This design comes from an exercise in tuning for a short achievable clock period and few clock cycles on the open sky130 flow, not from production work. Where RTL was checked, it was by simulation tests only, not by an equivalence proof against the original. Power and IR drop assume default switching activity.

== oak ==
==> flow/design.v <==
module aes_noc_feeder (
  input  logic         clk,
  input  logic         reset,
  input  logic         key_wr_en,
  input  logic [4:0]   key_wr_addr,
  input  logic [63:0]  key_wr_data,
  input  logic         key_load,
  input  logic [127:0] iv_data,
  input  logic         iv_load,
  input  logic         pt_valid,
  output logic         pt_ready,
  input  logic [127:0] pt_data,
  output logic         ct_valid,
  input  logic         ct_ready,
  output logic [127:0] ct_data,
  output logic [63:0]  noc_tx_lo,
  output logic [7:0]   noc_tx_cmd,
  output logic         noc_tx_valid,
  input  logic         noc_tx_rdy,
  input  logic [63:0]  noc_rx_lo,
  input  logic [7:0]   noc_rx_cmd,
  input  logic         noc_rx_valid,
  output logic         noc_rx_rdy,
  output logic         busy,
  output logic         timeout,
  output logic [15:0]  blocks_done
);
  localparam int KEY_WORDS = 22;
  logic [63:0]  key_buf_q [KEY_WORDS];
  logic [127:0] iv_q;
  logic [127:0] pt_q;
  logic [63:0]  ct_lo_q, ct_hi_q;
  logic [63:0]  tx_q;              
  logic [1:0]   tx_cmd_q;
  logic b_lo_q;     
  logic b_hi_q;     
  logic b_wait_q;   
  logic b_got1_q;   
  logic b_ct_q;     
  logic exp_q;      
  logic [9:0] timer_q;
  logic       key_pend_q, iv_pend_q, iv_beat_q;
  logic [4:0] key_cnt_q;
  logic       timeout_q;
  logic [15:0] blocks_q;
  logic free_q;     
  logic w2_q;       
  logic ptsel_q;    
  logic nold_q;     
  logic lastld_q;   
  logic txc_q;      
  logic busy_q;     
  logic b_lo_d, b_hi_d, b_wait_d, b_got1_d, b_ct_d, exp_d;
  logic key_pend_d, iv_pend_d, iv_beat_d;
  logic [4:0] key_cnt_d;
  logic rsp_now, rsp1, rsp2, handoff, abandon, blk_free, ldp, hs;
  logic key_sel, iv_sel, key_fire, iv_fire, tx_ld;
  logic [63:0] kb0;
  assign rsp_now  = noc_rx_valid & (&noc_rx_cmd);
  assign rsp1     = b_wait_q & ~exp_q & ~b_got1_q & rsp_now;
  assign rsp2     = w2_q & rsp_now;
  assign ct_valid = b_ct_q | rsp2;
  assign handoff  = ct_valid & ct_ready;
  assign abandon  = b_wait_q & exp_q;
  assign blk_free = free_q | (ct_ready & (b_ct_q | rsp2));
  assign ldp      = key_pend_q | iv_pend_q;
  assign pt_ready     = blk_free & (nold_q | (lastld_q & noc_tx_rdy));
  assign hs           = pt_valid & pt_ready;
  assign noc_tx_valid = blk_free & txc_q;
  assign noc_tx_cmd   = {6'd0, tx_cmd_q};
  assign noc_tx_lo    = tx_q;
  assign key_sel  = ~ptsel_q & key_pend_q;
  assign iv_sel   = ~ptsel_q & ~key_pend_q & iv_pend_q;
  assign key_fire = key_sel & blk_free & noc_tx_rdy;
  assign iv_fire  = iv_sel & blk_free & noc_tx_rdy;
  assign noc_rx_rdy  = b_wait_q;
  assign ct_data     = {b_ct_q ? ct_hi_q : noc_rx_lo, ct_lo_q};
  assign busy        = busy_q;
  assign timeout     = timeout_q;
  assign blocks_done = blocks_q;
  always_comb begin
    b_lo_d   = b_lo_q ? ~noc_tx_rdy : (hs & (ldp | ~txc_q | ~noc_tx_rdy));
    b_hi_d   = b_hi_q ? ~noc_tx_rdy : ((b_lo_q & noc_tx_rdy) | (hs & ~ldp & txc_q & noc_tx_rdy));
    b_wait_d = (b_hi_q & noc_tx_rdy) | (b_wait_q & ~rsp2 & ~exp_q);
    b_got1_d = b_wait_q & ~exp_q & (b_got1_q ^ rsp_now);
    b_ct_d   = ct_valid & ~ct_ready;
    exp_d    = b_wait_q & (timer_q == 10'd1021);
    key_pend_d = key_load | (key_pend_q & ~(key_fire & (key_cnt_q == 5'(KEY_WORDS - 1))));
    key_cnt_d  = key_load ? 5'd0 : (key_fire ? key_cnt_q + 5'd1 : key_cnt_q);
    iv_pend_d  = iv_load | (iv_pend_q & ~(iv_fire & iv_beat_q));
    iv_beat_d  = iv_load ? 1'b0 : (iv_fire ? ~iv_beat_q : iv_beat_q);
  end
  assign kb0 = (key_wr_en && key_wr_addr == 5'd0) ? key_wr_data : key_buf_q[0];
  always_ff @(posedge clk) begin
    if (key_wr_en && (key_wr_addr < 5'(KEY_WORDS))) key_buf_q[key_wr_addr] <= key_wr_data;
    if (iv_load) iv_q <= iv_data;
    if (hs) pt_q <= pt_data;
    if (rsp1) ct_lo_q <= noc_rx_lo;
    if (rsp2) ct_hi_q <= noc_rx_lo;
    if (b_lo_d) begin
      tx_q <= b_lo_q ? pt_q[63:0] : pt_data[63:0];
      tx_cmd_q <= 2'd2;
    end else if (b_hi_d) begin
      tx_q <= b_hi_q | b_lo_q ? pt_q[127:64] : pt_data[127:64];
      tx_cmd_q <= 2'd2;
    end else if (key_pend_d) begin
      tx_q <= key_load ? kb0 : key_buf_q[key_cnt_d];
      tx_cmd_q <= 2'd0;
    end else if (iv_pend_d) begin
      tx_q <= iv_load ? iv_data[63:0] : (iv_beat_d ? iv_q[127:64] : iv_q[63:0]);
      tx_cmd_q <= 2'd1;
    end else begin
      tx_q <= pt_data[63:0];
      tx_cmd_q <= 2'd2;
    end
  end
  always_ff @(posedge clk) begin
    if (reset) begin
      b_lo_q     <= 1'b0;
      b_hi_q     <= 1'b0;
      b_wait_q   <= 1'b0;
      b_got1_q   <= 1'b0;
      b_ct_q     <= 1'b0;
      exp_q      <= 1'b0;
      timer_q    <= '0;
      key_pend_q <= 1'b0;
      key_cnt_q  <= '0;
      iv_pend_q  <= 1'b0;
      iv_beat_q  <= 1'b0;
      timeout_q  <= 1'b0;
      blocks_q   <= '0;
      free_q     <= 1'b1;
      w2_q       <= 1'b0;
      ptsel_q    <= 1'b0;
      nold_q     <= 1'b1;
      lastld_q   <= 1'b0;
      txc_q      <= 1'b0;
      busy_q     <= 1'b0;
    end else begin
      b_lo_q     <= b_lo_d;
      b_hi_q     <= b_hi_d;
      b_wait_q   <= b_wait_d;
      b_got1_q   <= b_got1_d;
      b_ct_q     <= b_ct_d;
      exp_q      <= exp_d;
      timer_q    <= b_wait_q ? timer_q + 10'd1 : 10'd0;
      key_pend_q <= key_pend_d;
      key_cnt_q  <= key_cnt_d;
      iv_pend_q  <= iv_pend_d;
      iv_beat_q  <= iv_beat_d;
      timeout_q  <= timeout_q | abandon;
      blocks_q   <= blocks_q + 16'(handoff);
      free_q     <= ~(b_wait_d | b_ct_d) | (b_wait_d & exp_d);
      w2_q       <= b_wait_d & b_got1_d & ~exp_d;
      ptsel_q    <= b_lo_d | b_hi_d;
      nold_q     <= ~(b_lo_d | b_hi_d | key_pend_d | iv_pend_d);
      lastld_q   <= ~(b_lo_d | b_hi_d) &
                    (key_pend_d ? (~iv_pend_d & (key_cnt_d == 5'(KEY_WORDS - 1))) : (iv_pend_d & iv_beat_d));
      txc_q      <= b_lo_d | b_hi_d | key_pend_d | iv_pend_d | (pt_valid & ~hs);
      busy_q     <= b_lo_d | b_hi_d | b_wait_d | b_ct_d | key_pend_d | iv_pend_d | (pt_valid & ~hs);
    end
  end
endmodule
Settings: LEC_CHECK=0, CAP_MARGIN=20, CORE_MARGIN=2, CORE_UTILIZATION=40, SETUP_SLACK_MARGIN=3.0, SLEW_MARGIN=20; clock period 5.5 ns.
run.sh (not shown) runs the stock make flow with config.mk's settings and CLKGATE_MAP_FILE= SYNTH_SCRIPT=/design/flow/synth_recipe.tcl, a recipe that flattens the netlist after the stock synthesis.
### oak -> pine
--- a/flow/design.v
+++ b/flow/design.v
@@ -56,37 +56,37 @@
   logic rsp_now, rsp1, rsp2, handoff, abandon, blk_free, ldp, hs;
   logic key_sel, iv_sel, key_fire, iv_fire, tx_ld;
   logic [63:0] kb0;
   assign rsp_now  = noc_rx_valid & (&noc_rx_cmd);
   assign rsp1     = b_wait_q & ~exp_q & ~b_got1_q & rsp_now;
   assign rsp2     = w2_q & rsp_now;
-  assign ct_valid = b_ct_q | rsp2;
+  assign ct_valid = b_ct_q;
   assign handoff  = ct_valid & ct_ready;
   assign abandon  = b_wait_q & exp_q;
-  assign blk_free = free_q | (ct_ready & (b_ct_q | rsp2));
+  assign blk_free = free_q | (ct_ready & b_ct_q);
   assign ldp      = key_pend_q | iv_pend_q;
   assign pt_ready     = blk_free & (nold_q | (lastld_q & noc_tx_rdy));
   assign hs           = pt_valid & pt_ready;
   assign noc_tx_valid = blk_free & txc_q;
   assign noc_tx_cmd   = {6'd0, tx_cmd_q};
   assign noc_tx_lo    = tx_q;
   assign key_sel  = ~ptsel_q & key_pend_q;
   assign iv_sel   = ~ptsel_q & ~key_pend_q & iv_pend_q;
   assign key_fire = key_sel & blk_free & noc_tx_rdy;
   assign iv_fire  = iv_sel & blk_free & noc_tx_rdy;
   assign noc_rx_rdy  = b_wait_q;
-  assign ct_data     = {b_ct_q ? ct_hi_q : noc_rx_lo, ct_lo_q};
+  assign ct_data     = {ct_hi_q, ct_lo_q};
   assign busy        = busy_q;
   assign timeout     = timeout_q;
   assign blocks_done = blocks_q;
   always_comb begin
     b_lo_d   = b_lo_q ? ~noc_tx_rdy : (hs & (ldp | ~txc_q | ~noc_tx_rdy));
     b_hi_d   = b_hi_q ? ~noc_tx_rdy : ((b_lo_q & noc_tx_rdy) | (hs & ~ldp & txc_q & noc_tx_rdy));
     b_wait_d = (b_hi_q & noc_tx_rdy) | (b_wait_q & ~rsp2 & ~exp_q);
     b_got1_d = b_wait_q & ~exp_q & (b_got1_q ^ rsp_now);
-    b_ct_d   = ct_valid & ~ct_ready;
+    b_ct_d   = rsp2 | (b_ct_q & ~ct_ready);
     exp_d    = b_wait_q & (timer_q == 10'd1021);
     key_pend_d = key_load | (key_pend_q & ~(key_fire & (key_cnt_q == 5'(KEY_WORDS - 1))));
     key_cnt_d  = key_load ? 5'd0 : (key_fire ? key_cnt_q + 5'd1 : key_cnt_q);
     iv_pend_d  = iv_load | (iv_pend_q & ~(iv_fire & iv_beat_q));
     iv_beat_d  = iv_load ? 1'b0 : (iv_fire ? ~iv_beat_q : iv_beat_q);
   end
--- outcome ---
- Total length of routed met3 wires (pine / oak): 1.13
- sky130_fd_sc_hd__a2111o_2 as the master of the slowest instance on the critical path was reported by oak, and sky130_fd_sc_hd__a211o_4 by pine.
- Between pine and oak, it is pine whose sum of routed wire length over all layers is higher, by 14,000 um.
- Any difference in reported max-cap violation count between oak and pine is small enough to ignore.
- Power consumption: oak vs pine, no meaningful difference
- Per the comparison of pine with oak, post-CTS setup buffer count went down 26; first-pass GRT wire length went up 17,000 um; global-route usage went up 2.1 points; total non-filler cell area in the finished layout went down about 1.4%; clock share of power held.
Testbench counts of pine, summed over its fixed seeds: cycles 3,172.
No functional check of the RTL was part of oak.

## afterwards: timing with drivers on the ports
Ports are ideal in the flow. The routed layouts listed here were re-timed in OpenROAD. Step 1 (the two cells are an assumption about what drives the block):
set clk [get_ports {clk}]
set_driving_cell -lib_cell sky130_fd_sc_hd__clkbuf_16 $clk
set_driving_cell -lib_cell sky130_fd_sc_hd__buf_2 [delete_from_list [all_inputs] $clk]
Step 2 moves the port delays by t, midway between the first and last clock arrival at a register: inputs arrive t later, outputs are due t later. That takes back most of the time a late clock gives input paths. a / b / c = no drivers / after step 1 / after step 2; a / b = the first two.
| run | t, ns | slack for setup (ns) | latest minus earliest clock arrival (ns) | slew at the worst register clock pin (ns) |
|---|---|---|---|---|
| oak | 0.927 | 2.166 / 2.158 / 1.270 | 0.051 / 0.051 | 0.07 / 0.07 |
| pine | 0.933 | 2.678 / 2.584 / 1.905 | 0.047 / 0.047 | 0.07 / 0.07 |
After both steps setup and hold are still met in every run listed. The setup slack of oak, which loses most, moves by -0.008 ns with the drivers and by -0.896 ns with both steps.
